Background: an optimization exercise with open tools, aiming at small area, a short achievable clock period and few clock cycles per item. Do not read the settings as production practice.
The RTL was checked by simulation tests, not by an equivalence proof against the original design.
Power and IR drop assume default switching activity.

--- run.sh ---
#!/bin/bash
# synth_recipe.tcl (not shown) runs the flow's synth.tcl, then flattens the netlist and writes it again
# the make line also repeats each setting of config.mk as NAME=value (left out here)
make -C /OpenROAD-flow-scripts/flow DESIGN_CONFIG=/design/flow/config.mk WORK_HOME=/design/flow/orfs CLKGATE_MAP_FILE= SYNTH_SCRIPT=/design/flow/synth_recipe.tcl finish
--- config.mk ---
export PLATFORM = sky130hd
export DESIGN_NAME = ex_stage
export DESIGN_NICKNAME = ex_stage
export VERILOG_FILES = /design/flow/design.v
export SDC_FILE = /design/flow/constraint.sdc
export NUM_CORES = 4
export LEC_CHECK = 0
export ABC_AREA = 1
export ABC_CLOCK_PERIOD_IN_PS = 4000
export CAP_MARGIN = 20
export CORE_MARGIN = 2
export CORE_UTILIZATION = 40
export SETUP_SLACK_MARGIN = 5
export SLEW_MARGIN = 20
export SYNTH_HIERARCHICAL = 1
--- constraint.sdc ---
create_clock -name core_clock -period 10.0 [get_ports {clk}]
set_input_delay 2.0000 -clock core_clock [delete_from_list [all_inputs] [get_ports {clk}]]
set_output_delay 2.0000 -clock core_clock [all_outputs]
set_load 0.01 [all_outputs]
--- design.v ---
package ex_pkg;
  localparam logic [3:0] OP_AND = 4'b0000;
  localparam logic [3:0] OP_OR  = 4'b0001;
  localparam logic [3:0] OP_ADD = 4'b0010;
  localparam logic [3:0] OP_XOR = 4'b0011;
  localparam logic [3:0] OP_SLL = 4'b0100;
  localparam logic [3:0] OP_SRL = 4'b0101;
  localparam logic [3:0] OP_SUB = 4'b0110;
  localparam logic [3:0] OP_SLT = 4'b0111;
  localparam logic [3:0] OP_MUL = 4'b1000;
  localparam logic [3:0] OP_NOR = 4'b1100;
  typedef enum logic {
    ST_IDLE = 1'b0,
    ST_MUL  = 1'b1
  } ex_state_e;
  localparam int unsigned DEFAULT_WIDTH = 32;
  localparam int unsigned MUL_SLICES    = DEFAULT_WIDTH / 8;
  function automatic integer mul_slices(input integer width);
    mul_slices = width / 8;
  endfunction
endpackage
import ex_pkg::*;
module ex_stage
#(
  parameter int unsigned WIDTH = 32
) (
  input  logic             clk,
  input  logic             rst,
  input  logic             in_valid,
  output logic             in_ready,
  input  logic [3:0]       operation,
  input  logic [WIDTH-1:0] op_a,
  input  logic [WIDTH-1:0] op_b,
  input  logic [4:0]       shamt,
  input  logic [4:0]       rd,
  input  logic             reg_write,
  input  logic             stall_in,
  input  logic             flush,
  output logic             out_valid,
  output logic [WIDTH-1:0] result,
  output logic             zero,
  output logic [4:0]       out_rd,
  output logic             out_reg_write,
  output logic             busy
);
  logic v0_q, v1_q;
  logic hold1_s, ld1_s, ld0_s;
  assign hold1_s  = v1_q & stall_in;
  assign ld1_s    = ~hold1_s;
  assign ld0_s    = ~(v0_q & hold1_s);
  assign in_ready = ld0_s;
  always_ff @(posedge clk) begin
    if (!rst || flush) begin
      v0_q <= 1'b0;
      v1_q <= 1'b0;
    end else begin
      if (ld0_s) v0_q <= in_valid;
      if (ld1_s) v1_q <= v0_q;
    end
  end
  logic op_mul, op_sll, op_srl, op_add, op_sub;
  assign op_mul = (operation == OP_MUL);
  assign op_sll = (operation == OP_SLL);
  assign op_srl = (operation == OP_SRL);
  assign op_add = (operation == OP_ADD);
  assign op_sub = (operation == OP_SUB);
  logic        lt_in;
  logic [31:0] b_rev, a_in;
  assign lt_in = $signed(op_a) < $signed(op_b);
  always_comb begin
    for (int i = 0; i < 32; i++) b_rev[i] = op_b[31 - i];
    case (operation)
      OP_AND:  a_in = op_a & op_b;
      OP_OR:   a_in = op_a | op_b;
      OP_XOR:  a_in = op_a ^ op_b;
      OP_NOR:  a_in = ~(op_a | op_b);
      OP_SLT:  a_in = {31'd0, lt_in};
      OP_SLL:  a_in = op_b;
      OP_SRL:  a_in = b_rev;
      OP_MUL:  a_in = op_a;
      OP_ADD:  a_in = op_a;
      OP_SUB:  a_in = op_a;
      default: a_in = 32'd0;
    endcase
  end
  logic [15:0] one_in, two_in, neg_in;
  logic [31:0] braw;
  assign braw = op_sub ? ~op_b : op_b;
  always_comb begin
    for (int i = 0; i < 16; i++) begin
      logic b2, b1, bm;
      b2 = op_b[2*i+1];
      b1 = op_b[2*i];
      bm = (i == 0) ? 1'b0 : op_b[2*i-1];
      if (op_mul) begin
        one_in[i] = b1 ^ bm;
        two_in[i] = (b2 & ~b1 & ~bm) | (~b2 & b1 & bm);
        neg_in[i] = b2;
      end else if (op_sll | op_srl) begin
        one_in[i] = (shamt[4:1] == 4'(i)) & ~shamt[0];
        two_in[i] = (shamt[4:1] == 4'(i)) & shamt[0];
        neg_in[i] = 1'b0;
      end else begin
        one_in[i] = braw[2*i];
        two_in[i] = 1'b0;
        neg_in[i] = braw[2*i+1];
      end
    end
  end
  logic [31:0] a0_q;
  logic [15:0] one0_q, two0_q, neg0_q;
  logic        tree0_q, srl0_q, useb0_q, c0_q;
  logic [4:0]  rd0_q;
  logic        rw0_q;
  always_ff @(posedge clk) begin
    if (ld0_s) begin
      a0_q    <= a_in;
      one0_q  <= one_in;
      two0_q  <= two_in;
      neg0_q  <= neg_in;
      tree0_q <= op_mul | op_sll;
      srl0_q  <= op_srl;
      useb0_q <= op_add | op_sub;
      c0_q    <= op_mul ? op_b[1] : op_sub;
      rd0_q   <= rd;
      rw0_q   <= reg_write;
    end
  end
  logic [31:0] b0_raw;
  always_comb begin
    for (int i = 0; i < 16; i++) begin
      b0_raw[2*i]   = one0_q[i];
      b0_raw[2*i+1] = neg0_q[i];
    end
  end
  logic [31:0] a_sh;
  assign a_sh = {a0_q[30:0], 1'b0};
  logic [31:0] pp0;
  logic [29:0] pp1;
  logic [27:0] pp2;
  logic [25:0] pp3;
  logic [23:0] pp4;
  logic [21:0] pp5;
  logic [19:0] pp6;
  logic [17:0] pp7;
  logic [15:0] pp8;
  logic [13:0] pp9;
  logic [11:0] pp10;
  logic [9:0]  pp11;
  logic [7:0]  pp12;
  logic [5:0]  pp13;
  logic [3:0]  pp14;
  logic        pp15_0, pp15_1;
  logic [15:0] bone, btwo, bneg;
  assign bone = one0_q;
  assign btwo = two0_q;
  assign bneg = neg0_q;
  assign pp0  = ({32{bone[0]}}  & a0_q[31:0]  | {32{btwo[0]}}  & a_sh[31:0])  ^ {32{bneg[0]}};
  assign pp1  = ({30{bone[1]}}  & a0_q[29:0]  | {30{btwo[1]}}  & a_sh[29:0])  ^ {30{bneg[1]}};
  assign pp2  = ({28{bone[2]}}  & a0_q[27:0]  | {28{btwo[2]}}  & a_sh[27:0])  ^ {28{bneg[2]}};
  assign pp3  = ({26{bone[3]}}  & a0_q[25:0]  | {26{btwo[3]}}  & a_sh[25:0])  ^ {26{bneg[3]}};
  assign pp4  = ({24{bone[4]}}  & a0_q[23:0]  | {24{btwo[4]}}  & a_sh[23:0])  ^ {24{bneg[4]}};
  assign pp5  = ({22{bone[5]}}  & a0_q[21:0]  | {22{btwo[5]}}  & a_sh[21:0])  ^ {22{bneg[5]}};
  assign pp6  = ({20{bone[6]}}  & a0_q[19:0]  | {20{btwo[6]}}  & a_sh[19:0])  ^ {20{bneg[6]}};
  assign pp7  = ({18{bone[7]}}  & a0_q[17:0]  | {18{btwo[7]}}  & a_sh[17:0])  ^ {18{bneg[7]}};
  assign pp8  = ({16{bone[8]}}  & a0_q[15:0]  | {16{btwo[8]}}  & a_sh[15:0])  ^ {16{bneg[8]}};
  assign pp9  = ({14{bone[9]}}  & a0_q[13:0]  | {14{btwo[9]}}  & a_sh[13:0])  ^ {14{bneg[9]}};
  assign pp10 = ({12{bone[10]}} & a0_q[11:0]  | {12{btwo[10]}} & a_sh[11:0])  ^ {12{bneg[10]}};
  assign pp11 = ({10{bone[11]}} & a0_q[9:0]   | {10{btwo[11]}} & a_sh[9:0])   ^ {10{bneg[11]}};
  assign pp12 = ({8{bone[12]}}  & a0_q[7:0]   | {8{btwo[12]}}  & a_sh[7:0])   ^ {8{bneg[12]}};
  assign pp13 = ({6{bone[13]}}  & a0_q[5:0]   | {6{btwo[13]}}  & a_sh[5:0])   ^ {6{bneg[13]}};
  assign pp14 = ({4{bone[14]}}  & a0_q[3:0]   | {4{btwo[14]}}  & a_sh[3:0])   ^ {4{bneg[14]}};
  assign pp15_0 = bone[15] & a0_q[0];
  assign pp15_1 = (bone[15] & (a0_q[1] ^ (bneg[15] & a0_q[0]))) | (btwo[15] & a0_q[0]);
  logic [31:0] tree_x, tree_y;
  wire hs0, hc0;
  ex_ha u_ha0 (.a(pp0[24]), .b(pp1[22]), .s(hs0), .co(hc0));
  wire hs1, hc1;
  ex_ha u_ha1 (.a(pp0[25]), .b(pp1[23]), .s(hs1), .co(hc1));
  wire fs0, fc0;
  ex_fa u_fa0 (.a(pp0[26]), .b(pp1[24]), .c(pp2[22]), .s(fs0), .co(fc0));
  wire hs2, hc2;
  ex_ha u_ha2 (.a(pp3[20]), .b(pp4[18]), .s(hs2), .co(hc2));
  wire fs1, fc1;
  ex_fa u_fa1 (.a(pp0[27]), .b(pp1[25]), .c(pp2[23]), .s(fs1), .co(fc1));
  wire hs3, hc3;
  ex_ha u_ha3 (.a(pp3[21]), .b(pp4[19]), .s(hs3), .co(hc3));
  wire fs2, fc2;
  ex_fa u_fa2 (.a(pp0[28]), .b(pp1[26]), .c(pp2[24]), .s(fs2), .co(fc2));
  wire fs3, fc3;
  ex_fa u_fa3 (.a(pp3[22]), .b(pp4[20]), .c(pp5[18]), .s(fs3), .co(fc3));
  wire hs4, hc4;
  ex_ha u_ha4 (.a(pp6[16]), .b(pp7[14]), .s(hs4), .co(hc4));
  wire fs4, fc4;
  ex_fa u_fa4 (.a(pp0[29]), .b(pp1[27]), .c(pp2[25]), .s(fs4), .co(fc4));
  wire fs5, fc5;
  ex_fa u_fa5 (.a(pp3[23]), .b(pp4[21]), .c(pp5[19]), .s(fs5), .co(fc5));
  wire hs5, hc5;
  ex_ha u_ha5 (.a(pp6[17]), .b(pp7[15]), .s(hs5), .co(hc5));
  wire fs6, fc6;
  ex_fa u_fa6 (.a(pp0[30]), .b(pp1[28]), .c(pp2[26]), .s(fs6), .co(fc6));
  wire fs7, fc7;
  ex_fa u_fa7 (.a(pp3[24]), .b(pp4[22]), .c(pp5[20]), .s(fs7), .co(fc7));
  wire fs8, fc8;
  ex_fa u_fa8 (.a(pp6[18]), .b(pp7[16]), .c(pp8[14]), .s(fs8), .co(fc8));
  wire fs9, fc9;
  ex_fa u_fa9 (.a(pp0[31]), .b(pp1[29]), .c(pp2[27]), .s(fs9), .co(fc9));
  wire fs10, fc10;
  ex_fa u_fa10 (.a(pp3[25]), .b(pp4[23]), .c(pp5[21]), .s(fs10), .co(fc10));
  wire fs11, fc11;
  ex_fa u_fa11 (.a(pp6[19]), .b(pp7[17]), .c(pp8[15]), .s(fs11), .co(fc11));
  wire hs6, hc6;
  ex_ha u_ha6 (.a(pp0[16]), .b(pp1[14]), .s(hs6), .co(hc6));
  wire hs7, hc7;
  ex_ha u_ha7 (.a(pp0[17]), .b(pp1[15]), .s(hs7), .co(hc7));
  wire fs12, fc12;
  ex_fa u_fa12 (.a(pp0[18]), .b(pp1[16]), .c(pp2[14]), .s(fs12), .co(fc12));
  wire hs8, hc8;
  ex_ha u_ha8 (.a(pp3[12]), .b(pp4[10]), .s(hs8), .co(hc8));
  wire fs13, fc13;
  ex_fa u_fa13 (.a(pp0[19]), .b(pp1[17]), .c(pp2[15]), .s(fs13), .co(fc13));
  wire hs9, hc9;
  ex_ha u_ha9 (.a(pp3[13]), .b(pp4[11]), .s(hs9), .co(hc9));
  wire fs14, fc14;
  ex_fa u_fa14 (.a(pp0[20]), .b(pp1[18]), .c(pp2[16]), .s(fs14), .co(fc14));
  wire fs15, fc15;
  ex_fa u_fa15 (.a(pp3[14]), .b(pp4[12]), .c(pp5[10]), .s(fs15), .co(fc15));
  wire hs10, hc10;
  ex_ha u_ha10 (.a(pp6[8]), .b(pp7[6]), .s(hs10), .co(hc10));
  wire fs16, fc16;
  ex_fa u_fa16 (.a(pp0[21]), .b(pp1[19]), .c(pp2[17]), .s(fs16), .co(fc16));
  wire fs17, fc17;
  ex_fa u_fa17 (.a(pp3[15]), .b(pp4[13]), .c(pp5[11]), .s(fs17), .co(fc17));
  wire hs11, hc11;
  ex_ha u_ha11 (.a(pp6[9]), .b(pp7[7]), .s(hs11), .co(hc11));
  wire fs18, fc18;
  ex_fa u_fa18 (.a(pp0[22]), .b(pp1[20]), .c(pp2[18]), .s(fs18), .co(fc18));
  wire fs19, fc19;
  ex_fa u_fa19 (.a(pp3[16]), .b(pp4[14]), .c(pp5[12]), .s(fs19), .co(fc19));
  wire fs20, fc20;
  ex_fa u_fa20 (.a(pp6[10]), .b(pp7[8]), .c(pp8[6]), .s(fs20), .co(fc20));
  wire hs12, hc12;
  ex_ha u_ha12 (.a(pp9[4]), .b(pp10[2]), .s(hs12), .co(hc12));
  wire fs21, fc21;
  ex_fa u_fa21 (.a(pp0[23]), .b(pp1[21]), .c(pp2[19]), .s(fs21), .co(fc21));
  wire fs22, fc22;
  ex_fa u_fa22 (.a(pp3[17]), .b(pp4[15]), .c(pp5[13]), .s(fs22), .co(fc22));
  wire fs23, fc23;
  ex_fa u_fa23 (.a(pp6[11]), .b(pp7[9]), .c(pp8[7]), .s(fs23), .co(fc23));
  wire hs13, hc13;
  ex_ha u_ha13 (.a(pp9[5]), .b(pp10[3]), .s(hs13), .co(hc13));
  wire fs24, fc24;
  ex_fa u_fa24 (.a(hs0), .b(pp2[20]), .c(pp3[18]), .s(fs24), .co(fc24));
  wire fs25, fc25;
  ex_fa u_fa25 (.a(pp4[16]), .b(pp5[14]), .c(pp6[12]), .s(fs25), .co(fc25));
  wire fs26, fc26;
  ex_fa u_fa26 (.a(pp7[10]), .b(pp8[8]), .c(pp9[6]), .s(fs26), .co(fc26));
  wire fs27, fc27;
  ex_fa u_fa27 (.a(pp10[4]), .b(pp11[2]), .c(pp12[0]), .s(fs27), .co(fc27));
  wire fs28, fc28;
  ex_fa u_fa28 (.a(hc0), .b(hs1), .c(pp2[21]), .s(fs28), .co(fc28));
  wire fs29, fc29;
  ex_fa u_fa29 (.a(pp3[19]), .b(pp4[17]), .c(pp5[15]), .s(fs29), .co(fc29));
  wire fs30, fc30;
  ex_fa u_fa30 (.a(pp6[13]), .b(pp7[11]), .c(pp8[9]), .s(fs30), .co(fc30));
  wire fs31, fc31;
  ex_fa u_fa31 (.a(pp9[7]), .b(pp10[5]), .c(pp11[3]), .s(fs31), .co(fc31));
  wire fs32, fc32;
  ex_fa u_fa32 (.a(hc1), .b(fs0), .c(hs2), .s(fs32), .co(fc32));
  wire fs33, fc33;
  ex_fa u_fa33 (.a(pp5[16]), .b(pp6[14]), .c(pp7[12]), .s(fs33), .co(fc33));
  wire fs34, fc34;
  ex_fa u_fa34 (.a(pp8[10]), .b(pp9[8]), .c(pp10[6]), .s(fs34), .co(fc34));
  wire fs35, fc35;
  ex_fa u_fa35 (.a(pp11[4]), .b(pp12[2]), .c(pp13[0]), .s(fs35), .co(fc35));
  wire fs36, fc36;
  ex_fa u_fa36 (.a(fc0), .b(hc2), .c(fs1), .s(fs36), .co(fc36));
  wire fs37, fc37;
  ex_fa u_fa37 (.a(hs3), .b(pp5[17]), .c(pp6[15]), .s(fs37), .co(fc37));
  wire fs38, fc38;
  ex_fa u_fa38 (.a(pp7[13]), .b(pp8[11]), .c(pp9[9]), .s(fs38), .co(fc38));
  wire fs39, fc39;
  ex_fa u_fa39 (.a(pp10[7]), .b(pp11[5]), .c(pp12[3]), .s(fs39), .co(fc39));
  wire fs40, fc40;
  ex_fa u_fa40 (.a(fc1), .b(hc3), .c(fs2), .s(fs40), .co(fc40));
  wire fs41, fc41;
  ex_fa u_fa41 (.a(fs3), .b(hs4), .c(pp8[12]), .s(fs41), .co(fc41));
  wire fs42, fc42;
  ex_fa u_fa42 (.a(pp9[10]), .b(pp10[8]), .c(pp11[6]), .s(fs42), .co(fc42));
  wire fs43, fc43;
  ex_fa u_fa43 (.a(pp12[4]), .b(pp13[2]), .c(pp14[0]), .s(fs43), .co(fc43));
  wire fs44, fc44;
  ex_fa u_fa44 (.a(fc2), .b(fc3), .c(hc4), .s(fs44), .co(fc44));
  wire fs45, fc45;
  ex_fa u_fa45 (.a(fs4), .b(fs5), .c(hs5), .s(fs45), .co(fc45));
  wire fs46, fc46;
  ex_fa u_fa46 (.a(pp8[13]), .b(pp9[11]), .c(pp10[9]), .s(fs46), .co(fc46));
  wire fs47, fc47;
  ex_fa u_fa47 (.a(pp11[7]), .b(pp12[5]), .c(pp13[3]), .s(fs47), .co(fc47));
  wire fs48, fc48;
  ex_fa u_fa48 (.a(fc4), .b(fc5), .c(hc5), .s(fs48), .co(fc48));
  wire fs49, fc49;
  ex_fa u_fa49 (.a(fs6), .b(fs7), .c(fs8), .s(fs49), .co(fc49));
  wire fs50, fc50;
  ex_fa u_fa50 (.a(pp9[12]), .b(pp10[10]), .c(pp11[8]), .s(fs50), .co(fc50));
  wire fs51, fc51;
  ex_fa u_fa51 (.a(pp12[6]), .b(pp13[4]), .c(pp14[2]), .s(fs51), .co(fc51));
  wire fs52, fc52;
  ex_fa u_fa52 (.a(fc6), .b(fc7), .c(fc8), .s(fs52), .co(fc52));
  wire fs53, fc53;
  ex_fa u_fa53 (.a(fs9), .b(fs10), .c(fs11), .s(fs53), .co(fc53));
  wire fs54, fc54;
  ex_fa u_fa54 (.a(pp9[13]), .b(pp10[11]), .c(pp11[9]), .s(fs54), .co(fc54));
  wire fs55, fc55;
  ex_fa u_fa55 (.a(pp12[7]), .b(pp13[5]), .c(pp14[3]), .s(fs55), .co(fc55));
  wire hs14, hc14;
  ex_ha u_ha14 (.a(pp0[10]), .b(pp1[8]), .s(hs14), .co(hc14));
  wire hs15, hc15;
  ex_ha u_ha15 (.a(pp0[11]), .b(pp1[9]), .s(hs15), .co(hc15));
  wire fs56, fc56;
  ex_fa u_fa56 (.a(pp0[12]), .b(pp1[10]), .c(pp2[8]), .s(fs56), .co(fc56));
  wire hs16, hc16;
  ex_ha u_ha16 (.a(pp3[6]), .b(pp4[4]), .s(hs16), .co(hc16));
  wire fs57, fc57;
  ex_fa u_fa57 (.a(pp0[13]), .b(pp1[11]), .c(pp2[9]), .s(fs57), .co(fc57));
  wire hs17, hc17;
  ex_ha u_ha17 (.a(pp3[7]), .b(pp4[5]), .s(hs17), .co(hc17));
  wire fs58, fc58;
  ex_fa u_fa58 (.a(pp0[14]), .b(pp1[12]), .c(pp2[10]), .s(fs58), .co(fc58));
  wire fs59, fc59;
  ex_fa u_fa59 (.a(pp3[8]), .b(pp4[6]), .c(pp5[4]), .s(fs59), .co(fc59));
  wire hs18, hc18;
  ex_ha u_ha18 (.a(pp6[2]), .b(pp7[0]), .s(hs18), .co(hc18));
  wire fs60, fc60;
  ex_fa u_fa60 (.a(pp0[15]), .b(pp1[13]), .c(pp2[11]), .s(fs60), .co(fc60));
  wire fs61, fc61;
  ex_fa u_fa61 (.a(pp3[9]), .b(pp4[7]), .c(pp5[5]), .s(fs61), .co(fc61));
  wire hs19, hc19;
  ex_ha u_ha19 (.a(pp6[3]), .b(pp7[1]), .s(hs19), .co(hc19));
  wire fs62, fc62;
  ex_fa u_fa62 (.a(hs6), .b(pp2[12]), .c(pp3[10]), .s(fs62), .co(fc62));
  wire fs63, fc63;
  ex_fa u_fa63 (.a(pp4[8]), .b(pp5[6]), .c(pp6[4]), .s(fs63), .co(fc63));
  wire fs64, fc64;
  ex_fa u_fa64 (.a(pp7[2]), .b(pp8[0]), .c(bneg[8]), .s(fs64), .co(fc64));
  wire fs65, fc65;
  ex_fa u_fa65 (.a(hc6), .b(hs7), .c(pp2[13]), .s(fs65), .co(fc65));
  wire fs66, fc66;
  ex_fa u_fa66 (.a(pp3[11]), .b(pp4[9]), .c(pp5[7]), .s(fs66), .co(fc66));
  wire fs67, fc67;
  ex_fa u_fa67 (.a(pp6[5]), .b(pp7[3]), .c(pp8[1]), .s(fs67), .co(fc67));
  wire fs68, fc68;
  ex_fa u_fa68 (.a(hc7), .b(fs12), .c(hs8), .s(fs68), .co(fc68));
  wire fs69, fc69;
  ex_fa u_fa69 (.a(pp5[8]), .b(pp6[6]), .c(pp7[4]), .s(fs69), .co(fc69));
  wire fs70, fc70;
  ex_fa u_fa70 (.a(pp8[2]), .b(pp9[0]), .c(bneg[9]), .s(fs70), .co(fc70));
  wire fs71, fc71;
  ex_fa u_fa71 (.a(fc12), .b(hc8), .c(fs13), .s(fs71), .co(fc71));
  wire fs72, fc72;
  ex_fa u_fa72 (.a(hs9), .b(pp5[9]), .c(pp6[7]), .s(fs72), .co(fc72));
  wire fs73, fc73;
  ex_fa u_fa73 (.a(pp7[5]), .b(pp8[3]), .c(pp9[1]), .s(fs73), .co(fc73));
  wire fs74, fc74;
  ex_fa u_fa74 (.a(fc13), .b(hc9), .c(fs14), .s(fs74), .co(fc74));
  wire fs75, fc75;
  ex_fa u_fa75 (.a(fs15), .b(hs10), .c(pp8[4]), .s(fs75), .co(fc75));
  wire fs76, fc76;
  ex_fa u_fa76 (.a(pp9[2]), .b(pp10[0]), .c(bneg[10]), .s(fs76), .co(fc76));
  wire fs77, fc77;
  ex_fa u_fa77 (.a(fc14), .b(fc15), .c(hc10), .s(fs77), .co(fc77));
  wire fs78, fc78;
  ex_fa u_fa78 (.a(fs16), .b(fs17), .c(hs11), .s(fs78), .co(fc78));
  wire fs79, fc79;
  ex_fa u_fa79 (.a(pp8[5]), .b(pp9[3]), .c(pp10[1]), .s(fs79), .co(fc79));
  wire fs80, fc80;
  ex_fa u_fa80 (.a(fc16), .b(fc17), .c(hc11), .s(fs80), .co(fc80));
  wire fs81, fc81;
  ex_fa u_fa81 (.a(fs18), .b(fs19), .c(fs20), .s(fs81), .co(fc81));
  wire fs82, fc82;
  ex_fa u_fa82 (.a(hs12), .b(pp11[0]), .c(bneg[11]), .s(fs82), .co(fc82));
  wire fs83, fc83;
  ex_fa u_fa83 (.a(fc18), .b(fc19), .c(fc20), .s(fs83), .co(fc83));
  wire fs84, fc84;
  ex_fa u_fa84 (.a(hc12), .b(fs21), .c(fs22), .s(fs84), .co(fc84));
  wire fs85, fc85;
  ex_fa u_fa85 (.a(fs23), .b(hs13), .c(pp11[1]), .s(fs85), .co(fc85));
  wire fs86, fc86;
  ex_fa u_fa86 (.a(fc21), .b(fc22), .c(fc23), .s(fs86), .co(fc86));
  wire fs87, fc87;
  ex_fa u_fa87 (.a(hc13), .b(fs24), .c(fs25), .s(fs87), .co(fc87));
  wire fs88, fc88;
  ex_fa u_fa88 (.a(fs26), .b(fs27), .c(bneg[12]), .s(fs88), .co(fc88));
  wire fs89, fc89;
  ex_fa u_fa89 (.a(fc24), .b(fc25), .c(fc26), .s(fs89), .co(fc89));
  wire fs90, fc90;
  ex_fa u_fa90 (.a(fc27), .b(fs28), .c(fs29), .s(fs90), .co(fc90));
  wire fs91, fc91;
  ex_fa u_fa91 (.a(fs30), .b(fs31), .c(pp12[1]), .s(fs91), .co(fc91));
  wire fs92, fc92;
  ex_fa u_fa92 (.a(fc28), .b(fc29), .c(fc30), .s(fs92), .co(fc92));
  wire fs93, fc93;
  ex_fa u_fa93 (.a(fc31), .b(fs32), .c(fs33), .s(fs93), .co(fc93));
  wire fs94, fc94;
  ex_fa u_fa94 (.a(fs34), .b(fs35), .c(bneg[13]), .s(fs94), .co(fc94));
  wire fs95, fc95;
  ex_fa u_fa95 (.a(fc32), .b(fc33), .c(fc34), .s(fs95), .co(fc95));
  wire fs96, fc96;
  ex_fa u_fa96 (.a(fc35), .b(fs36), .c(fs37), .s(fs96), .co(fc96));
  wire fs97, fc97;
  ex_fa u_fa97 (.a(fs38), .b(fs39), .c(pp13[1]), .s(fs97), .co(fc97));
  wire fs98, fc98;
  ex_fa u_fa98 (.a(fc36), .b(fc37), .c(fc38), .s(fs98), .co(fc98));
  wire fs99, fc99;
  ex_fa u_fa99 (.a(fc39), .b(fs40), .c(fs41), .s(fs99), .co(fc99));
  wire fs100, fc100;
  ex_fa u_fa100 (.a(fs42), .b(fs43), .c(bneg[14]), .s(fs100), .co(fc100));
  wire fs101, fc101;
  ex_fa u_fa101 (.a(fc40), .b(fc41), .c(fc42), .s(fs101), .co(fc101));
  wire fs102, fc102;
  ex_fa u_fa102 (.a(fc43), .b(fs44), .c(fs45), .s(fs102), .co(fc102));
  wire fs103, fc103;
  ex_fa u_fa103 (.a(fs46), .b(fs47), .c(pp14[1]), .s(fs103), .co(fc103));
  wire fs104, fc104;
  ex_fa u_fa104 (.a(fc44), .b(fc45), .c(fc46), .s(fs104), .co(fc104));
  wire fs105, fc105;
  ex_fa u_fa105 (.a(fc47), .b(fs48), .c(fs49), .s(fs105), .co(fc105));
  wire fs106, fc106;
  ex_fa u_fa106 (.a(fs50), .b(fs51), .c(pp15_0), .s(fs106), .co(fc106));
  wire fs107, fc107;
  ex_fa u_fa107 (.a(fc48), .b(fc49), .c(fc50), .s(fs107), .co(fc107));
  wire fs108, fc108;
  ex_fa u_fa108 (.a(fc51), .b(fs52), .c(fs53), .s(fs108), .co(fc108));
  wire fs109, fc109;
  ex_fa u_fa109 (.a(fs54), .b(fs55), .c(pp15_1), .s(fs109), .co(fc109));
  wire hs20, hc20;
  ex_ha u_ha20 (.a(pp0[6]), .b(pp1[4]), .s(hs20), .co(hc20));
  wire hs21, hc21;
  ex_ha u_ha21 (.a(pp0[7]), .b(pp1[5]), .s(hs21), .co(hc21));
  wire fs110, fc110;
  ex_fa u_fa110 (.a(pp0[8]), .b(pp1[6]), .c(pp2[4]), .s(fs110), .co(fc110));
  wire hs22, hc22;
  ex_ha u_ha22 (.a(pp3[2]), .b(pp4[0]), .s(hs22), .co(hc22));
  wire fs111, fc111;
  ex_fa u_fa111 (.a(pp0[9]), .b(pp1[7]), .c(pp2[5]), .s(fs111), .co(fc111));
  wire hs23, hc23;
  ex_ha u_ha23 (.a(pp3[3]), .b(pp4[1]), .s(hs23), .co(hc23));
  wire fs112, fc112;
  ex_fa u_fa112 (.a(hs14), .b(pp2[6]), .c(pp3[4]), .s(fs112), .co(fc112));
  wire fs113, fc113;
  ex_fa u_fa113 (.a(pp4[2]), .b(pp5[0]), .c(bneg[5]), .s(fs113), .co(fc113));
  wire fs114, fc114;
  ex_fa u_fa114 (.a(hc14), .b(hs15), .c(pp2[7]), .s(fs114), .co(fc114));
  wire fs115, fc115;
  ex_fa u_fa115 (.a(pp3[5]), .b(pp4[3]), .c(pp5[1]), .s(fs115), .co(fc115));
  wire fs116, fc116;
  ex_fa u_fa116 (.a(hc15), .b(fs56), .c(hs16), .s(fs116), .co(fc116));
  wire fs117, fc117;
  ex_fa u_fa117 (.a(pp5[2]), .b(pp6[0]), .c(bneg[6]), .s(fs117), .co(fc117));
  wire fs118, fc118;
  ex_fa u_fa118 (.a(fc56), .b(hc16), .c(fs57), .s(fs118), .co(fc118));
  wire fs119, fc119;
  ex_fa u_fa119 (.a(hs17), .b(pp5[3]), .c(pp6[1]), .s(fs119), .co(fc119));
  wire fs120, fc120;
  ex_fa u_fa120 (.a(fc57), .b(hc17), .c(fs58), .s(fs120), .co(fc120));
  wire fs121, fc121;
  ex_fa u_fa121 (.a(fs59), .b(hs18), .c(bneg[7]), .s(fs121), .co(fc121));
  wire fs122, fc122;
  ex_fa u_fa122 (.a(fc58), .b(fc59), .c(hc18), .s(fs122), .co(fc122));
  wire fs123, fc123;
  ex_fa u_fa123 (.a(fs60), .b(fs61), .c(hs19), .s(fs123), .co(fc123));
  wire fs124, fc124;
  ex_fa u_fa124 (.a(fc60), .b(fc61), .c(hc19), .s(fs124), .co(fc124));
  wire fs125, fc125;
  ex_fa u_fa125 (.a(fs62), .b(fs63), .c(fs64), .s(fs125), .co(fc125));
  wire fs126, fc126;
  ex_fa u_fa126 (.a(fc62), .b(fc63), .c(fc64), .s(fs126), .co(fc126));
  wire fs127, fc127;
  ex_fa u_fa127 (.a(fs65), .b(fs66), .c(fs67), .s(fs127), .co(fc127));
  wire fs128, fc128;
  ex_fa u_fa128 (.a(fc65), .b(fc66), .c(fc67), .s(fs128), .co(fc128));
  wire fs129, fc129;
  ex_fa u_fa129 (.a(fs68), .b(fs69), .c(fs70), .s(fs129), .co(fc129));
  wire fs130, fc130;
  ex_fa u_fa130 (.a(fc68), .b(fc69), .c(fc70), .s(fs130), .co(fc130));
  wire fs131, fc131;
  ex_fa u_fa131 (.a(fs71), .b(fs72), .c(fs73), .s(fs131), .co(fc131));
  wire fs132, fc132;
  ex_fa u_fa132 (.a(fc71), .b(fc72), .c(fc73), .s(fs132), .co(fc132));
  wire fs133, fc133;
  ex_fa u_fa133 (.a(fs74), .b(fs75), .c(fs76), .s(fs133), .co(fc133));
  wire fs134, fc134;
  ex_fa u_fa134 (.a(fc74), .b(fc75), .c(fc76), .s(fs134), .co(fc134));
  wire fs135, fc135;
  ex_fa u_fa135 (.a(fs77), .b(fs78), .c(fs79), .s(fs135), .co(fc135));
  wire fs136, fc136;
  ex_fa u_fa136 (.a(fc77), .b(fc78), .c(fc79), .s(fs136), .co(fc136));
  wire fs137, fc137;
  ex_fa u_fa137 (.a(fs80), .b(fs81), .c(fs82), .s(fs137), .co(fc137));
  wire fs138, fc138;
  ex_fa u_fa138 (.a(fc80), .b(fc81), .c(fc82), .s(fs138), .co(fc138));
  wire fs139, fc139;
  ex_fa u_fa139 (.a(fs83), .b(fs84), .c(fs85), .s(fs139), .co(fc139));
  wire fs140, fc140;
  ex_fa u_fa140 (.a(fc83), .b(fc84), .c(fc85), .s(fs140), .co(fc140));
  wire fs141, fc141;
  ex_fa u_fa141 (.a(fs86), .b(fs87), .c(fs88), .s(fs141), .co(fc141));
  wire fs142, fc142;
  ex_fa u_fa142 (.a(fc86), .b(fc87), .c(fc88), .s(fs142), .co(fc142));
  wire fs143, fc143;
  ex_fa u_fa143 (.a(fs89), .b(fs90), .c(fs91), .s(fs143), .co(fc143));
  wire fs144, fc144;
  ex_fa u_fa144 (.a(fc89), .b(fc90), .c(fc91), .s(fs144), .co(fc144));
  wire fs145, fc145;
  ex_fa u_fa145 (.a(fs92), .b(fs93), .c(fs94), .s(fs145), .co(fc145));
  wire fs146, fc146;
  ex_fa u_fa146 (.a(fc92), .b(fc93), .c(fc94), .s(fs146), .co(fc146));
  wire fs147, fc147;
  ex_fa u_fa147 (.a(fs95), .b(fs96), .c(fs97), .s(fs147), .co(fc147));
  wire fs148, fc148;
  ex_fa u_fa148 (.a(fc95), .b(fc96), .c(fc97), .s(fs148), .co(fc148));
  wire fs149, fc149;
  ex_fa u_fa149 (.a(fs98), .b(fs99), .c(fs100), .s(fs149), .co(fc149));
  wire fs150, fc150;
  ex_fa u_fa150 (.a(fc98), .b(fc99), .c(fc100), .s(fs150), .co(fc150));
  wire fs151, fc151;
  ex_fa u_fa151 (.a(fs101), .b(fs102), .c(fs103), .s(fs151), .co(fc151));
  wire fs152, fc152;
  ex_fa u_fa152 (.a(fc101), .b(fc102), .c(fc103), .s(fs152), .co(fc152));
  wire fs153, fc153;
  ex_fa u_fa153 (.a(fs104), .b(fs105), .c(fs106), .s(fs153), .co(fc153));
  wire fs154, fc154;
  ex_fa u_fa154 (.a(fc104), .b(fc105), .c(fc106), .s(fs154), .co(fc154));
  wire fs155, fc155;
  ex_fa u_fa155 (.a(fs107), .b(fs108), .c(fs109), .s(fs155), .co(fc155));
  wire hs24, hc24;
  ex_ha u_ha24 (.a(pp0[4]), .b(pp1[2]), .s(hs24), .co(hc24));
  wire hs25, hc25;
  ex_ha u_ha25 (.a(pp0[5]), .b(pp1[3]), .s(hs25), .co(hc25));
  wire fs156, fc156;
  ex_fa u_fa156 (.a(hs20), .b(pp2[2]), .c(pp3[0]), .s(fs156), .co(fc156));
  wire fs157, fc157;
  ex_fa u_fa157 (.a(hc20), .b(hs21), .c(pp2[3]), .s(fs157), .co(fc157));
  wire fs158, fc158;
  ex_fa u_fa158 (.a(hc21), .b(fs110), .c(hs22), .s(fs158), .co(fc158));
  wire fs159, fc159;
  ex_fa u_fa159 (.a(fc110), .b(hc22), .c(fs111), .s(fs159), .co(fc159));
  wire fs160, fc160;
  ex_fa u_fa160 (.a(fc111), .b(hc23), .c(fs112), .s(fs160), .co(fc160));
  wire fs161, fc161;
  ex_fa u_fa161 (.a(fc112), .b(fc113), .c(fs114), .s(fs161), .co(fc161));
  wire fs162, fc162;
  ex_fa u_fa162 (.a(fc114), .b(fc115), .c(fs116), .s(fs162), .co(fc162));
  wire fs163, fc163;
  ex_fa u_fa163 (.a(fc116), .b(fc117), .c(fs118), .s(fs163), .co(fc163));
  wire fs164, fc164;
  ex_fa u_fa164 (.a(fc118), .b(fc119), .c(fs120), .s(fs164), .co(fc164));
  wire fs165, fc165;
  ex_fa u_fa165 (.a(fc120), .b(fc121), .c(fs122), .s(fs165), .co(fc165));
  wire fs166, fc166;
  ex_fa u_fa166 (.a(fc122), .b(fc123), .c(fs124), .s(fs166), .co(fc166));
  wire fs167, fc167;
  ex_fa u_fa167 (.a(fc124), .b(fc125), .c(fs126), .s(fs167), .co(fc167));
  wire fs168, fc168;
  ex_fa u_fa168 (.a(fc126), .b(fc127), .c(fs128), .s(fs168), .co(fc168));
  wire fs169, fc169;
  ex_fa u_fa169 (.a(fc128), .b(fc129), .c(fs130), .s(fs169), .co(fc169));
  wire fs170, fc170;
  ex_fa u_fa170 (.a(fc130), .b(fc131), .c(fs132), .s(fs170), .co(fc170));
  wire fs171, fc171;
  ex_fa u_fa171 (.a(fc132), .b(fc133), .c(fs134), .s(fs171), .co(fc171));
  wire fs172, fc172;
  ex_fa u_fa172 (.a(fc134), .b(fc135), .c(fs136), .s(fs172), .co(fc172));
  wire fs173, fc173;
  ex_fa u_fa173 (.a(fc136), .b(fc137), .c(fs138), .s(fs173), .co(fc173));
  wire fs174, fc174;
  ex_fa u_fa174 (.a(fc138), .b(fc139), .c(fs140), .s(fs174), .co(fc174));
  wire fs175, fc175;
  ex_fa u_fa175 (.a(fc140), .b(fc141), .c(fs142), .s(fs175), .co(fc175));
  wire fs176, fc176;
  ex_fa u_fa176 (.a(fc142), .b(fc143), .c(fs144), .s(fs176), .co(fc176));
  wire fs177, fc177;
  ex_fa u_fa177 (.a(fc144), .b(fc145), .c(fs146), .s(fs177), .co(fc177));
  wire fs178, fc178;
  ex_fa u_fa178 (.a(fc146), .b(fc147), .c(fs148), .s(fs178), .co(fc178));
  wire fs179, fc179;
  ex_fa u_fa179 (.a(fc148), .b(fc149), .c(fs150), .s(fs179), .co(fc179));
  wire fs180, fc180;
  ex_fa u_fa180 (.a(fc150), .b(fc151), .c(fs152), .s(fs180), .co(fc180));
  wire fs181, fc181;
  ex_fa u_fa181 (.a(fc152), .b(fc153), .c(fs154), .s(fs181), .co(fc181));
  wire hs26, hc26;
  ex_ha u_ha26 (.a(pp0[2]), .b(pp1[0]), .s(hs26), .co(hc26));
  wire hs27, hc27;
  ex_ha u_ha27 (.a(pp0[3]), .b(pp1[1]), .s(hs27), .co(hc27));
  wire fs182, fc182;
  ex_fa u_fa182 (.a(hs24), .b(pp2[0]), .c(bneg[2]), .s(fs182), .co(fc182));
  wire fs183, fc183;
  ex_fa u_fa183 (.a(hc24), .b(hs25), .c(pp2[1]), .s(fs183), .co(fc183));
  wire fs184, fc184;
  ex_fa u_fa184 (.a(hc25), .b(fs156), .c(bneg[3]), .s(fs184), .co(fc184));
  wire fs185, fc185;
  ex_fa u_fa185 (.a(fc156), .b(fs157), .c(pp3[1]), .s(fs185), .co(fc185));
  wire fs186, fc186;
  ex_fa u_fa186 (.a(fc157), .b(fs158), .c(bneg[4]), .s(fs186), .co(fc186));
  wire fs187, fc187;
  ex_fa u_fa187 (.a(fc158), .b(fs159), .c(hs23), .s(fs187), .co(fc187));
  wire fs188, fc188;
  ex_fa u_fa188 (.a(fc159), .b(fs160), .c(fs113), .s(fs188), .co(fc188));
  wire fs189, fc189;
  ex_fa u_fa189 (.a(fc160), .b(fs161), .c(fs115), .s(fs189), .co(fc189));
  wire fs190, fc190;
  ex_fa u_fa190 (.a(fc161), .b(fs162), .c(fs117), .s(fs190), .co(fc190));
  wire fs191, fc191;
  ex_fa u_fa191 (.a(fc162), .b(fs163), .c(fs119), .s(fs191), .co(fc191));
  wire fs192, fc192;
  ex_fa u_fa192 (.a(fc163), .b(fs164), .c(fs121), .s(fs192), .co(fc192));
  wire fs193, fc193;
  ex_fa u_fa193 (.a(fc164), .b(fs165), .c(fs123), .s(fs193), .co(fc193));
  wire fs194, fc194;
  ex_fa u_fa194 (.a(fc165), .b(fs166), .c(fs125), .s(fs194), .co(fc194));
  wire fs195, fc195;
  ex_fa u_fa195 (.a(fc166), .b(fs167), .c(fs127), .s(fs195), .co(fc195));
  wire fs196, fc196;
  ex_fa u_fa196 (.a(fc167), .b(fs168), .c(fs129), .s(fs196), .co(fc196));
  wire fs197, fc197;
  ex_fa u_fa197 (.a(fc168), .b(fs169), .c(fs131), .s(fs197), .co(fc197));
  wire fs198, fc198;
  ex_fa u_fa198 (.a(fc169), .b(fs170), .c(fs133), .s(fs198), .co(fc198));
  wire fs199, fc199;
  ex_fa u_fa199 (.a(fc170), .b(fs171), .c(fs135), .s(fs199), .co(fc199));
  wire fs200, fc200;
  ex_fa u_fa200 (.a(fc171), .b(fs172), .c(fs137), .s(fs200), .co(fc200));
  wire fs201, fc201;
  ex_fa u_fa201 (.a(fc172), .b(fs173), .c(fs139), .s(fs201), .co(fc201));
  wire fs202, fc202;
  ex_fa u_fa202 (.a(fc173), .b(fs174), .c(fs141), .s(fs202), .co(fc202));
  wire fs203, fc203;
  ex_fa u_fa203 (.a(fc174), .b(fs175), .c(fs143), .s(fs203), .co(fc203));
  wire fs204, fc204;
  ex_fa u_fa204 (.a(fc175), .b(fs176), .c(fs145), .s(fs204), .co(fc204));
  wire fs205, fc205;
  ex_fa u_fa205 (.a(fc176), .b(fs177), .c(fs147), .s(fs205), .co(fc205));
  wire fs206, fc206;
  ex_fa u_fa206 (.a(fc177), .b(fs178), .c(fs149), .s(fs206), .co(fc206));
  wire fs207, fc207;
  ex_fa u_fa207 (.a(fc178), .b(fs179), .c(fs151), .s(fs207), .co(fc207));
  wire fs208, fc208;
  ex_fa u_fa208 (.a(fc179), .b(fs180), .c(fs153), .s(fs208), .co(fc208));
  wire fs209, fc209;
  ex_fa u_fa209 (.a(fc180), .b(fs181), .c(fs155), .s(fs209), .co(fc209));
  assign tree_x = {fc208, fc207, fc206, fc205, fc204, fc203, fc202, fc201, fc200, fc199, fc198, fc197, fc196, fc195, fc194, fc193, fc192, fc191, fc190, fc189, fc188, fc187, fc186, fc185, fc184, fc183, fc182, hc27, hc26, hs26, pp0[1], pp0[0]};
  assign tree_y = {fs209, fs208, fs207, fs206, fs205, fs204, fs203, fs202, fs201, fs200, fs199, fs198, fs197, fs196, fs195, fs194, fs193, fs192, fs191, fs190, fs189, fs188, fs187, fs186, fs185, fs184, fs183, fs182, hs27, bneg[1], 1'b0, 1'b0};
  logic [31:0] t_or, t_rev;
  assign t_or = tree_x | tree_y;
  always_comb begin
    for (int i = 0; i < 32; i++) t_rev[i] = t_or[31 - i];
  end
  logic [31:0] x_d, y_d;
  always_comb begin
    if (tree0_q) begin
      x_d = tree_x;
      y_d = tree_y;
    end else if (srl0_q) begin
      x_d = t_rev;
      y_d = 32'd0;
    end else begin
      x_d = a0_q;
      y_d = useb0_q ? b0_raw : 32'd0;
    end
  end
  logic [31:0] p1_q, g1_q;
  logic        c1_q;
  logic [4:0]  rd1_q;
  logic        rw1_q;
  always_ff @(posedge clk) begin
    if (ld1_s) begin
      p1_q  <= x_d ^ y_d;
      g1_q  <= x_d & y_d;
      c1_q  <= c0_q;
      rd1_q <= rd0_q;
      rw1_q <= rw0_q;
    end
  end
  logic [31:0] gk [0:5];
  logic [31:0] pk [0:5];
  logic [31:0] cy;
  always_comb begin
    gk[0] = g1_q;
    pk[0] = p1_q;
    gk[0][0] = g1_q[0] | (p1_q[0] & c1_q);
    for (int l = 0; l < 5; l++) begin
      for (int i = 0; i < 32; i++) begin
        if (i >= (1 << l)) begin
          gk[l+1][i] = gk[l][i] | (pk[l][i] & gk[l][i - (1 << l)]);
          pk[l+1][i] = pk[l][i] & pk[l][i - (1 << l)];
        end else begin
          gk[l+1][i] = gk[l][i];
          pk[l+1][i] = pk[l][i];
        end
      end
    end
    cy = {gk[5][30:0], c1_q};
  end
  logic [31:0] zterm;
  assign zterm = p1_q ^ {p1_q[30:0] | g1_q[30:0], c1_q};
  assign result        = p1_q ^ cy;
  assign zero          = ~|zterm;
  assign out_valid     = v1_q;
  assign out_rd        = rd1_q;
  assign out_reg_write = rw1_q;
  assign busy          = v0_q;
endmodule
module ex_fa (
  input  logic a,
  input  logic b,
  input  logic c,
  output logic s,
  output logic co
);
  assign s  = a ^ b ^ c;
  assign co = (a & b) | (a & c) | (b & c);
endmodule
module ex_ha (
  input  logic a,
  input  logic b,
  output logic s,
  output logic co
);
  assign s  = a ^ b;
  assign co = a & b;
endmodule
==> summary.md, run 1 <==
| Metric | Value |
|---|---|
| WS Path Type | reg -> reg |
| Total I/O pin count | between 100 and 150 |
| Area grow syn2layout | 14.8% |
| Port Buf Inserts | ~130 |
| Highest clock rate | between 0.15 and 0.2 GHz |
| Startpoint Class | register |
| Remaining antenna violation count after routing | 0 |
| Routed Wire Length | about 87,000 um |
| Latest clock arrival within the worst-skew pair | between 0.4 and 0.5 ns |
| Final hold violations | 0 |
| Grt total ovfl | 0 |
| Total GRT Usage | a little under a third |
| First-pass GRT wire length | 129,000 um |
| Cells along the critical path | clkinvlp_4 > o22ai_4 > xor2_2 > fa_1 > fa_1 > fa_2 > fa_2 > fa_1 > fa_1 > nor2_2 > nand2_1 > o21ai_0 > mux2i_1 > ha_1 |
| Diode count | 0 |
| Hpwl dp | roughly 63,000 um |
| Hold buffers post-CTS | 0 |
| Slowest stage cell, crit path | fa_1 |
| Status | timing/DRC/antenna clean |
| Total number of vias | 20,200 |
| Ranking of synthesized cells by area | edfxtp_1 22%, fa_1 19%, xor2_1 12% |
| Cell accounting for the most synthesized area | edfxtp_1 |
| Ys async rst share | 0% |
| Number of global-route vias before repair | slightly above 20,000 |
| TritonCTS Buffers | 17 |
| First drt pass iteration count | 6 |
| Kind of cell adding the most delay to the critical path | adder cells |
| # clock sinks | ~160 |
| Synth Flop Type | edfxtp_1 |
| Longest Clk Path Bufs | 2 |
| LEAKAGE | ~11 nW |
| Top-count cell post-synth | xor2_1 |
| VDD IR max | between 0.3 and 0.4 mV |
| Worst hold slack | 0.421 ns |
| CTS tree | yes |
| Mean Syn Cell Area | just under 9 sq um |
| Die ar. | 0.0571 sq mm |
| Slowest stage delay, CP | 0.56 ns |
| Worst Path Buf+Inv | 1 |
| Setup TNS | 0 ns |
| FF+latch count, synth | approximately 160 |
| Final #Nets | 3,054 |
| Core ar. | 0.0549 sq mm |
| Max Cap Viol | 0 |
| Synth Net Count | 2,986 |
| Worst-path clk slew | roughly 0.070 ns |
| Vias per Instance | between 6 and 7 |
| Synth Cell Area | approximately 0.022 sq mm |
| Filler cells | ~5,300 |
| Most used cell, CP | fa_1 |
| Die height | approximately 240 um |
| Die X-Extent | approximately 240 um |
| Synth top cells by count | 302 x xor2_1, 297 x nand2_1, 296 x o22ai_1, 252 x inv_1, 210 x fa_1 |
| Number of flops mapped to enable cells by yosys | between 150 and 200 |
| CP Data Arrival Time | between 5 and 6 ns |
| Crit. End Element | register |
| Worst Skew | about 0.016 ns |
| Final min period | approximately 5 ns |
| # setup viols final | 0 |
| Synth Instances | between 2,000 and 3,000 |
| # H-tree levels | 4 |
| Number of synthesis warnings | 9 |
| Average wire per standard cell | 26.1 um |
| Root Driver | clkbuf_16 |
| Initial antenna violation count | 3 |
| Crit Path Max Fanout | 7 |
| Slew margin rel. | 35.6% |
| Number of DRC markers in iteration 0 | around 2,600 |
| Num rows | 86 |
| RD Place Congestion | between 0.9 and 1 |
| Power per cell area | 286 mW/mm^2 |
| Synth cell types | 53 |
| Initial core utilization | 40.2% |
| Synth top area share | between 20% and 30% |
| Slew @ Worst Pin | 0.965 ns |
| RSZ-0062 raised after global routing | yes |
| Slew Viols, Final | 0 |
| WP data required | slightly above 10 ns |
| Final period util | roughly half |
| Layout cells sized above 1 | 9.75% |
| Register area share after synthesis | 21.9% |
| Largest net degree at the start of global routing | 72 |
| Post-route DRC | 0 |
| Worst Hold Class | reg -> reg |
[flip-flops by register name, indices dropped and copies added (netlist names)]
signal	count
rw0_q	1
rd1_q	5
two0_q	16
a0_q	32
c0_q	1
v0_q	1
c1_q	1
tree0_q	1
neg0_q	16
srl0_q	1
p1_q	32
rd0_q	5
rw1_q	1
useb0_q	1
v1_q	1
one0_q	16
g1_q	31
[worst reg2reg max path, stage by stage, from the launching register on]
cell and delay, ns:
edfxtp_1 0.50, clkinvlp_4 0.27, o22ai_4 0.23, xor2_2 0.20, fa_1 0.46, fa_1 0.56
fa_2 0.47, fa_2 0.37, fa_1 0.50, fa_1 0.53, nor2_2 0.15, nand2_1 0.06
o21ai_0 0.08, mux2i_1 0.12, ha_1 0.30
[modules after synthesis, one instance, submodules excluded]
module    cell area [sq um]  cells inside  times used  flops+latches
ex_ha                  12.5             1          28              0
ex_stage              17500          2297           1            162
ex_fa                  20.0             1         210              0
[where the power goes]
group	leakage [nW]	internal, mW	switching [mW]
logic	8.69	2.32	3.13
registers	1.85	0.919	0.210
clock network	0.294	0.377	0.301
total	10.8	3.61	3.64
[path summary, 6_finish.rpt]
check	from	to	slack, ns	cells after the start
min reg2reg	c0_q$_DFFE_PN_	c1_q$_DFFE_PN_	0.42	0
max reg2reg	a0_q[20]$_DFFE_PN_	p1_q[0]$_DFFE_PN_	4.96	14
max	a0_q[20]$_DFFE_PN_	p1_q[0]$_DFFE_PN_	4.96	14
min	c0_q$_DFFE_PN_	c1_q$_DFFE_PN_	0.42	0
[cell type report]
class	count	area (sq um)	share of cell area [%]
tap	704	881	3.48
sequential	162	4840	19.1
clock inverter	14	173	0.681
clock buffer	18	429	1.69
timing repair inverter	5	32.5	0.128
multi-input combinational	1915	15700	61.9
timing repair buffer	222	2150	8.50
inverter	280	1140	4.50
[per-stage QoR]
stage | setup WS, ns | power, mW | instance area (sq um) | utilization (%) | instances
2_1_floorplan | 5.03 | 4.21 | 22100 | - | 2535
3_3_place_gp | 4.20 | 6.08 | 23800 | 43.3 | 3226
3_5_place_dp | 4.20 | 6.10 | 23800 | 43.3 | 3226
4_1_cts | 4.94 | 6.92 | 24900 | 45.3 | 3295
5_1_grt | 4.87 | 7.74 | 25300 | 46.2 | 3320
6_report | 4.96 | 7.25 | 25300 | 46.2 | 3320
[placed cells by master, fill, tap and decap left out, drive strengths merged, types with 14 or more instances in the layout]
master / n
edfxtp: 160
o211ai: 21
inv: 262
o21ai: 155
a22oi: 24
nor3: 50
clkinvlp: 19
clkbuf: 19
a221oi: 32
buf: 95
a21oi: 88
o22ai: 296
xor2: 302
clkdlybuf4s50: 115
clkinv: 16
a31oi: 18
nand3: 47
nor2: 148
nand4: 17
fa: 210
nand2: 302
o21bai: 14
ha: 157
[metal layers]
| layer | up-vias | track usage, % | wire, um |
|---|---|---|---|
| li1 | 8857 | - | - |
| met1 | 9840 | 39.0 | 33600 |
| met2 | 1255 | 48.1 | 39600 |
| met3 | 270 | 5.87 | 8140 |
| met4 | 2 | 16.5 | 5340 |
| met5 | - | 0 | 11 |
[repair_timing]
item | 4_1_cts | 5_1_grt
pin swaps | 10 | 31
setup buffers | 31 | 23
cloned | 6 | 2
gates resized for setup | 68 | 69
endpoints found under the setup margin | 41 | 41
[cell families (layout without fill, tap and decap cells)]
family / Yosys count / in the layout / synth area share [%]
buffers and inverters: 459 / 539 / 8.24
and+or+nand+nor: 570 / 571 / 10.8
adders and majority gates: 367 / 367 / 27.9
muxes: 1 / 1 / 0.0453
xor gates and xnor gates: 312 / 312 / 12.4
DFF: 162 / 162 / 21.9
AOI/OAI and AO/OA: 664 / 664 / 18.7
Testbench counts, summed over its fixed seeds: cycles 13,329, items 12,000.
==> run 2, diff against run 1 <==
--- a/config.mk
+++ b/config.mk
@@ -11,5 +11,5 @@
 export CORE_MARGIN = 2
 export CORE_UTILIZATION = 40
-export SETUP_SLACK_MARGIN = 5
+export SETUP_SLACK_MARGIN = 4
 export SLEW_MARGIN = 20
 export SYNTH_HIERARCHICAL = 1
==> run 2 against run 1 <==
Core utilization shrank 1.8 points. Final cell count down 1.8%. Combinational power fell by 7.5%. Highest routed layer is now met4. Critical endpoint is now in_ready.
==> summary.md, run 2 <==
| Metric | Value |
|---|---|
| Grt total ovfl | 0 |
| # clock sinks | between 150 and 200 |
| PnR worst setup slack | between 4 and 5 ns |
| Slew @ Worst Pin | between 1 and 1.5 ns |
| Average wire per standard cell | 26.0 um |
| Largest net degree at the start of global routing | between 70 and 80 |
| Slew margin rel. | between 20% and 30% |
| Number of synthesis warnings | 9 |
| Power per cell area | roughly 280 mW/mm^2 |
| Synth Cell Area | 0.0221 sq mm |
| WP data required | about 8 ns |
| Cells along the critical path | clkdlybuf4s50_1 > nand3_4 > clkdlybuf4s50_1 |
| Layout cells sized above 1 | under 10% |
| Die ar. | ~0.057 sq mm |
| Worst Path Buf+Inv | 2 |
| Ranking of synthesized cells by area | edfxtp_1 22%, fa_1 19%, xor2_1 12% |
| Max Cap Viol | 0 |
| FF+latch count, synth | 162 |
| Vias per Instance | approximately 6.1 |
| # setup viols final | 0 |
| Latest clock arrival within the worst-skew pair | 0.46 ns |
| Slew Viols, Final | 0 |
| Total number of vias | 19,900 |
| Initial antenna violation count | 2 |
| Top-count cell post-synth | xor2_1 |
| RD Place Congestion | between 0.9 and 1 |
| Filler cells | approximately 5,300 |
| Sequential Area | slightly below 0.005 sq mm |
| Most used cell, CP | clkdlybuf4s50_1 |
| Die X-Extent | about 240 um |
| Number of DRC markers in iteration 0 | about 2,400 |
| Crit Path Max Fanout | 38 |
| Final #Nets | about 3,000 |
| Mean Syn Cell Area | about 8.7 sq um |
| Synth top cells by count | 302 x xor2_1, 297 x nand2_1, 296 x o22ai_1, 252 x inv_1, 210 x fa_1 |
| Synth Instances | between 2,000 and 3,000 |
| Longest Clk Path Bufs | 2 |
| Synth top area share | between 20 and 25% |
| Total I/O pin count | 126 |
| Setup TNS | 0 ns |
| Hold buffers post-CTS | 0 |
| Status | timing/DRC/antenna clean |
| Startpoint Class | primary input |
| TritonCTS Buffers | 17 |
| # H-tree levels | 4 |
| Biggest regs | a0_q x32, p1_q x32, g1_q x31 |
| First drt pass iteration count | 7 |
| Crit. End Element | output port |
| Area grow syn2layout | 10.4% |
| Total GRT Usage | between 20% and 30% |
| Num rows | 86 |
| Slowest stage cell, crit path | clkdlybuf4s50_1 |
| Cell accounting for the most synthesized area | edfxtp_1 |
| Post-layout util | between 40% and 50% |
| Post-cts gate resize count | 0 |
| RSZ-0062 raised after global routing | no |
| Final total power | just under 7 mW |
| Multi-input gate area | roughly 0.015 sq mm |
| VDD IR max | approximately 0.30 mV |
| Root Driver | clkbuf_16 |
| CP Data Arrival Time | around 3.8 ns |
| Register area share after synthesis | 21.9% |
| Commonest non-fill, non-tap cell in the layout | xor2_1 |
| Kind of cell adding the most delay to the critical path | buffers and inverters |
| Number of global-route vias before repair | roughly 20,000 |
| Worst Hold Class | reg -> reg |
| Number of flops mapped to enable cells by yosys | between 150 and 200 |
| Commonest cells after routing, fill and taps aside | 302 x xor2_1, 296 x o22ai_1, 296 x nand2_1, 252 x inv_1, 210 x fa_1 |
| First-pass GRT wire length | 127,000 um |
| Slowest stage delay, CP | about 0.70 ns |
| Final hold violations | 0 |
| Synth Flop Type | edfxtp_1 |
| Pre-CTS setup slack | 4.19 ns |
| Post-CTS Repair Setup Buffers | 0 |
| Post-route DRC | 0 |
| Highest clock rate | about 0.17 GHz |
| Synth Net Count | around 3,000 |
| Core ar. | 0.0549 sq mm |
| Worst Skew | 0.0237 ns |
| Final min period | about 5.8 ns |
| CTS tree | yes |
| WS Path Type | in -> out |
| Ys async rst share | 0% |
| Synth cell types | between 50 and 60 |
| Port Buf Inserts | 125 |
| Routed Wire Length | around 85,000 um |
| Initial core utilization | 40.2% |
| Die height | around 240 um |
| Worst-path clk slew | roughly 0.060 ns |
| Final period util | a little under 60% |
| LEAKAGE | about 10 nW |
| Remaining antenna violation count after routing | 0 |
| Hpwl dp | around 62,000 um |
## run 2: final cells by class
cell class              instances  area share (%)
clock buffers                  17            1.75
well taps                     704            3.61
inverters                     280            4.33
repair buffers                166            6.43
diodes                          1          0.0103
multi-input cells            1914            63.3
flip-flops and latches        162            19.9
clock inverters                15           0.667
## run 2: cell families (layout without fill, tap and decap cells)
group / Yosys count / after routing / share of synthesized area (%)
fa+ha+maj: 367 / 367 / 27.9
flops: 162 / 162 / 21.9
xor+xnor: 312 / 312 / 12.4
mux: 1 / 1 / 0.0453
simple gates: 570 / 570 / 10.8
compound gates: 664 / 664 / 18.7
other cells: 0 / 1 / 0
buf+inv: 459 / 478 / 8.24
## run 2: per-layer routing
metal	GRT usage (%)	up-vias	part of all wire, %
met5	0	-	0
met4	15.5	0	5.8
met3	5.09	268	8.7
met2	47.6	1209	46
met1	38.8	9749	40
li1	-	8722	-
## run 2: Yosys stat by module, one instance, submodules excluded
| module | cell area [sq um] | times used | cells inside |
|---|---|---|---|
| ex_fa | 20.0 | 210 | 1 |
| ex_ha | 12.5 | 28 | 1 |
| ex_stage | 17500 | 1 | 2297 |
## run 2: final timing paths
path	from	to	slack, ns	depth (start not counted)
min reg2reg	c0_q$_DFFE_PN_	c1_q$_DFFE_PN_	0.42	0
min	c0_q$_DFFE_PN_	c1_q$_DFFE_PN_	0.42	0
max reg2reg	one0_q[7]$_DFFE_PN_	p1_q[0]$_DFFE_PN_	4.30	14
max	stall_in	in_ready	4.20	3
## run 2: worst reg2reg max path, cell delays in order, from the launching register on
cell,delay (ns)
edfxtp_1,0.37
clkinv_1,0.66
o22ai_1,0.49
xor2_1,0.24
fa_1,0.49
fa_1,0.57
fa_1,0.45
fa_1,0.42
fa_1,0.51
fa_1,0.53
nor2_1,0.18
nand2_1,0.08
o21ai_0,0.08
mux2i_1,0.09
ha_1,0.29
## run 2: power by group
group / leakage (nW) / switching [mW] / internal [mW] / total (mW)
Sequential: 1.85 / 0.205 / 0.918 / 1.12
Combinational: 8.31 / 2.96 / 2.07 / 5.03
Clock: 0.289 / 0.310 / 0.355 / 0.665
Total: 10.4 / 3.48 / 3.34 / 6.81
## run 2: stage by stage
stage                     area, sq um  hold slack [ns]  instances
after CTS                       24400            0.421       3258
after floorplan                 22100            0.400       2535
after global placement          23800            0.401       3225
after global routing            24400            0.429       3258
final                           24400            0.419       3259
after detailed placement        23800            0.406       3226
==> run 3, diff against run 2 <==
==> flow/run.sh (new file) <==
#!/bin/bash
set -euo pipefail
bash standard.sh SETUP_SLACK_MARGIN=6 finish > flow_make.log 2>&1
==> standard.sh (new file) <==
#!/bin/bash
# synth_recipe.tcl (not shown) runs the flow's synth.tcl, then flattens the netlist and writes it again
# the make line also repeats each setting of config.mk as NAME=value (left out here)
make -C /OpenROAD-flow-scripts/flow DESIGN_CONFIG=/design/flow/config.mk WORK_HOME=/design/flow/orfs CLKGATE_MAP_FILE= SYNTH_SCRIPT=/design/flow/synth_recipe.tcl "${@:-finish}"
--- a/config.mk
+++ b/config.mk
@@ -11,5 +11,4 @@
 export CORE_MARGIN = 2
 export CORE_UTILIZATION = 40
-export SETUP_SLACK_MARGIN = 4
 export SLEW_MARGIN = 20
 export SYNTH_HIERARCHICAL = 1
removed: run.sh
==> run 3 against run 2 <==
Total power up 13%. Global-route usage up 0.34 points. Non-clock buffer count up 133. Critical path depth up 12. Synthesized cell count unchanged. Worst hold slack worse by 0.0045 ns. Sequential share of layout area down 2.0 points. First-iteration DRC count up 17%. Final cell count up 4.4%. Largest power group unchanged. Highest routed layer is now met5.
==> summary.md, run 3 <==
| Metric | Value |
|---|---|
| Biggest regs | a0_q x32, p1_q x32, g1_q x31 |
| Internal power | slightly below 4 mW |
| Cell accounting for the most synthesized area | edfxtp_1 |
| Setup TNS | 0 ns |
| Cells along the critical path | clkinvlp_4 > buf_4 > buf_6 > buf_6 > o22ai_2 > xor2_1 > ha_2 > fa_2 > fa_2 > fa_2 > fa_2 > fa_1 > nor3_2 > o22ai_2 > ha_2 |
| LEAKAGE | approximately 11 nW |
| Max Cap Viol | 0 |
| Number of global-route vias before repair | 20,500 |
| Number of flops mapped to enable cells by yosys | 160 |
| First-pass GRT wire length | around 130,000 um |
| CP Data Arrival Time | about 5.2 ns |
| Filler cells | 5,079 |
| Total GRT Usage | between 30% and 40% |
| Commonest non-fill, non-tap cell in the layout | xor2_1 |
| Die X-Extent | around 240 um |
| Final period util | around half |
| Routed Wire Length | ~87,000 um |
| Layout cells sized above 1 | 21.4% |
| # clock sinks | 162 |
| Synth Net Count | 2,986 |
| Power per cell area | ~290 mW/mm^2 |
| RD Place Congestion | about 0.97 |
| Initial antenna violation count | 3 |
| Final min period | a little over 5 ns |
| DR WL met2 | just under 40,000 um |
| VDD IR max | around 0.33 mV |
| Power share of the sequential group | 14.5% |
| Port Buf Inserts | around 130 |
| Startpoint Class | register |
| Remaining antenna violation count after routing | 0 |
| Slew margin rel. | 36.1% |
| RSZ-0062 raised after global routing | yes |
| Comb power frac | just under 80% |
| Final #Nets | 3,135 |
| Synth top cells by count | 302 x xor2_1, 297 x nand2_1, 296 x o22ai_1, 252 x inv_1, 210 x fa_1 |
| FF+latch count, synth | approximately 160 |
| Worst Hold Class | reg -> reg |
| Number of DRC markers in iteration 0 | around 2,800 |
| First drt pass iteration count | 10 |
| CTS tree | yes |
| Slew @ Worst Pin | 0.958 ns |
| Synth Cell Area | around 0.022 sq mm |
| Area grow syn2layout | 22.5% |
| # setup viols final | 0 |
| Slowest stage cell, crit path | fa_2 |
| Die height | between 200 and 250 um |
| Largest net degree at the start of global routing | between 70 and 80 |
| Initial core utilization | between 40% and 50% |
| Core ar. | between 0.05 and 0.06 sq mm |
| Synth cell types | between 50 and 60 |
| Num rows | 86 |
| Post-layout util | a little under 50% |
| TritonCTS Buffers | 17 |
| Worst Skew | around 0.011 ns |
| Crit Path Max Fanout | 7 |
| Total I/O pin count | 126 |
| Top-count cell post-synth | xor2_1 |
| Average wire per standard cell | around 26 um |
| Synth Instances | around 2,500 |
| Ys async rst share | 0% |
| # H-tree levels | 4 |
| Slowest stage delay, CP | between 0.5 and 0.6 ns |
| Commonest cells after routing, fill and taps aside | 293 x xor2_1, 278 x nand2_1, 252 x o22ai_1, 216 x inv_1, 160 x edfxtp_1 |
| Root Driver | clkbuf_16 |
| Mean Syn Cell Area | a little under 9 sq um |
| Grt total ovfl | 0 |
| Latest clock arrival within the worst-skew pair | between 0.4 and 0.5 ns |
| Top layer in use | met5 |
| Most used cell, CP | fa_2 |
| Register area share after synthesis | 21.9% |
| Number of synthesis warnings | 9 |
| Post-route DRC | 0 |
| WS Path Type | reg -> reg |
| Synth Flop Type | edfxtp_1 |
| Highest clock rate | ~0.20 GHz |
| WP data required | between 10 and 15 ns |
| Total number of vias | 20,900 |
| Met1 WL | between 30,000 and 40,000 um |
| Ranking of synthesized cells by area | edfxtp_1 22%, fa_1 19%, xor2_1 12% |
| Vias per Instance | between 6 and 7 |
| Hpwl dp | between 60,000 and 70,000 um |
| Flop-to-flop setup slack | approximately 5 ns |
| Die ar. | 0.0571 sq mm |
| Sw frac | between 50% and 60% |
| Met3 wire len | between 9000 and 10,000 um |
| Slew Viols, Final | 0 |
| Net Sw Power | just under 4 mW |
| Status | timing/DRC/antenna clean |
| Worst-path clk slew | ~0.070 ns |
| Crit. End Element | register |
| Longest Clk Path Bufs | 2 |
| Clk network pwr share | under 10% |
| Final hold violations | 0 |
| Synth top area share | a little over a fifth |
## run 3: cell counts after synthesis
No cell type changed its count.
## run 3: final timing paths
path                                          from                 to  cells after the start
worst max-delay path            a0_q[21]$_DFFE_PN_  p1_q[6]$_DFFE_PN_                     15
worst min-delay path                c0_q$_DFFE_PN_     c1_q$_DFFE_PN_                      0
worst max register to register  a0_q[21]$_DFFE_PN_  p1_q[6]$_DFFE_PN_                     15
worst min register to register      c0_q$_DFFE_PN_     c1_q$_DFFE_PN_                      0
## run 3: cells by family (layout without fill, tap and decap cells)
family | Yosys count | count (layout) | share of synthesized area [%]
AOI/OAI and AO/OA | 664 | 664 | 18.7
xor gates and xnor gates | 312 | 312 | 12.4
adders and majority gates | 367 | 367 | 27.9
buffers and inverters | 459 | 620 | 8.24
DFF | 162 | 162 | 21.9
muxes | 1 | 1 | 0.0453
other | 0 | 2 | 0
and+or+nand+nor | 570 | 571 | 10.8
## run 3: per-stage QoR
stage               std cells  setup WS, ns  total power, mW  cell area (sq um)  hold WS (ns)
global route             3401          4.93             8.19              27000         0.424
detailed placement       3214          4.28             6.04              24000         0.405
CTS                      3346          5.04             7.37              26100         0.417
finish                   3403          4.95             7.71              27100         0.415
floorplan                2535          5.31             4.34              22800         0.400
global placement         3214          4.27             5.98              24000         0.401
## run 3: worst max-delay path, delay by kind of cell (launching register included)
kind	cells	cell delay, ns
fa+ha+maj	7	2.94
buf+inv	4	0.73
flops	1	0.45
compound gates	2	0.24
simple gates	1	0.24
xor+xnor	1	0.17
## run 3: modules after synthesis (local to each module, per instance)
module / times used / cell area (sq um) / cells inside / flops+latches
ex_stage: 1 / 17500 / 2297 / 162
ex_fa: 210 / 20.0 / 1 / 0
ex_ha: 28 / 12.5 / 1 / 0
## run 3: what timing repair did
item                       CTS  global route
gates cloned                10             2
setup buffers               90            53
pin swaps                   94            60
gates resized for setup    377           129
setup endpoints to repair  115           111
hold buffers                 0             0
## run 3: cell type report
class                   instances  area [sq um]  area share (%)
multi-input cells            1915         16600            61.4
clock buffers                  17           425            1.57
clock inverters                15           166           0.615
repair inverters                9          66.3           0.245
well taps                     704           881            3.26
inverters                     280          1280            4.73
repair buffers                299          2780            10.3
diodes                          2          5.00          0.0185
flip-flops and latches        162          4840            17.9
## run 3: per-layer routing
metal,GRT usage (%),vias to the layer above
met5,0,-
met1,38.4,10100
met3,6.80,299
met4,15.8,4
met2,47.8,1468
li1,-,9000
## run 3: power groups by stage
stage / clock (mW) / sequential, mW / combinational (mW)
CTS: 0.653 / 1.11 / 5.61
detailed placement: 0 / 1.14 / 4.90
floorplan: 0 / 0.987 / 3.36
global placement: 0 / 1.14 / 4.84
global route: 0.680 / 1.13 / 6.38
finish: 0.645 / 1.12 / 5.95

## static timing again, ports no longer ideal
How much do the figures lean on ideal ports? The routed layouts below were timed once more, with nothing changed but the port constraints.
Step 1: set_driving_cell puts a clkbuf_16 on clk and a buf_2 on each other input, an assumption about the parent block.
Step 2, shift: input delay + t, output delay - t, t = (earliest + latest rising clock arrival at the registers) / 2. This alone moves slack from input paths to output paths.
a / b / c = ideal ports / drivers / drivers and shift; a / b = the first two.
run	t (ns)	slack for setup (ns)
run 1	0.504	4.957 / 4.957 / 4.957
run 2	0.507	4.203 / 4.181 / 4.181
run 3	0.487	4.954 / 4.954 / 4.954
After both steps setup and hold are still met in every run listed.
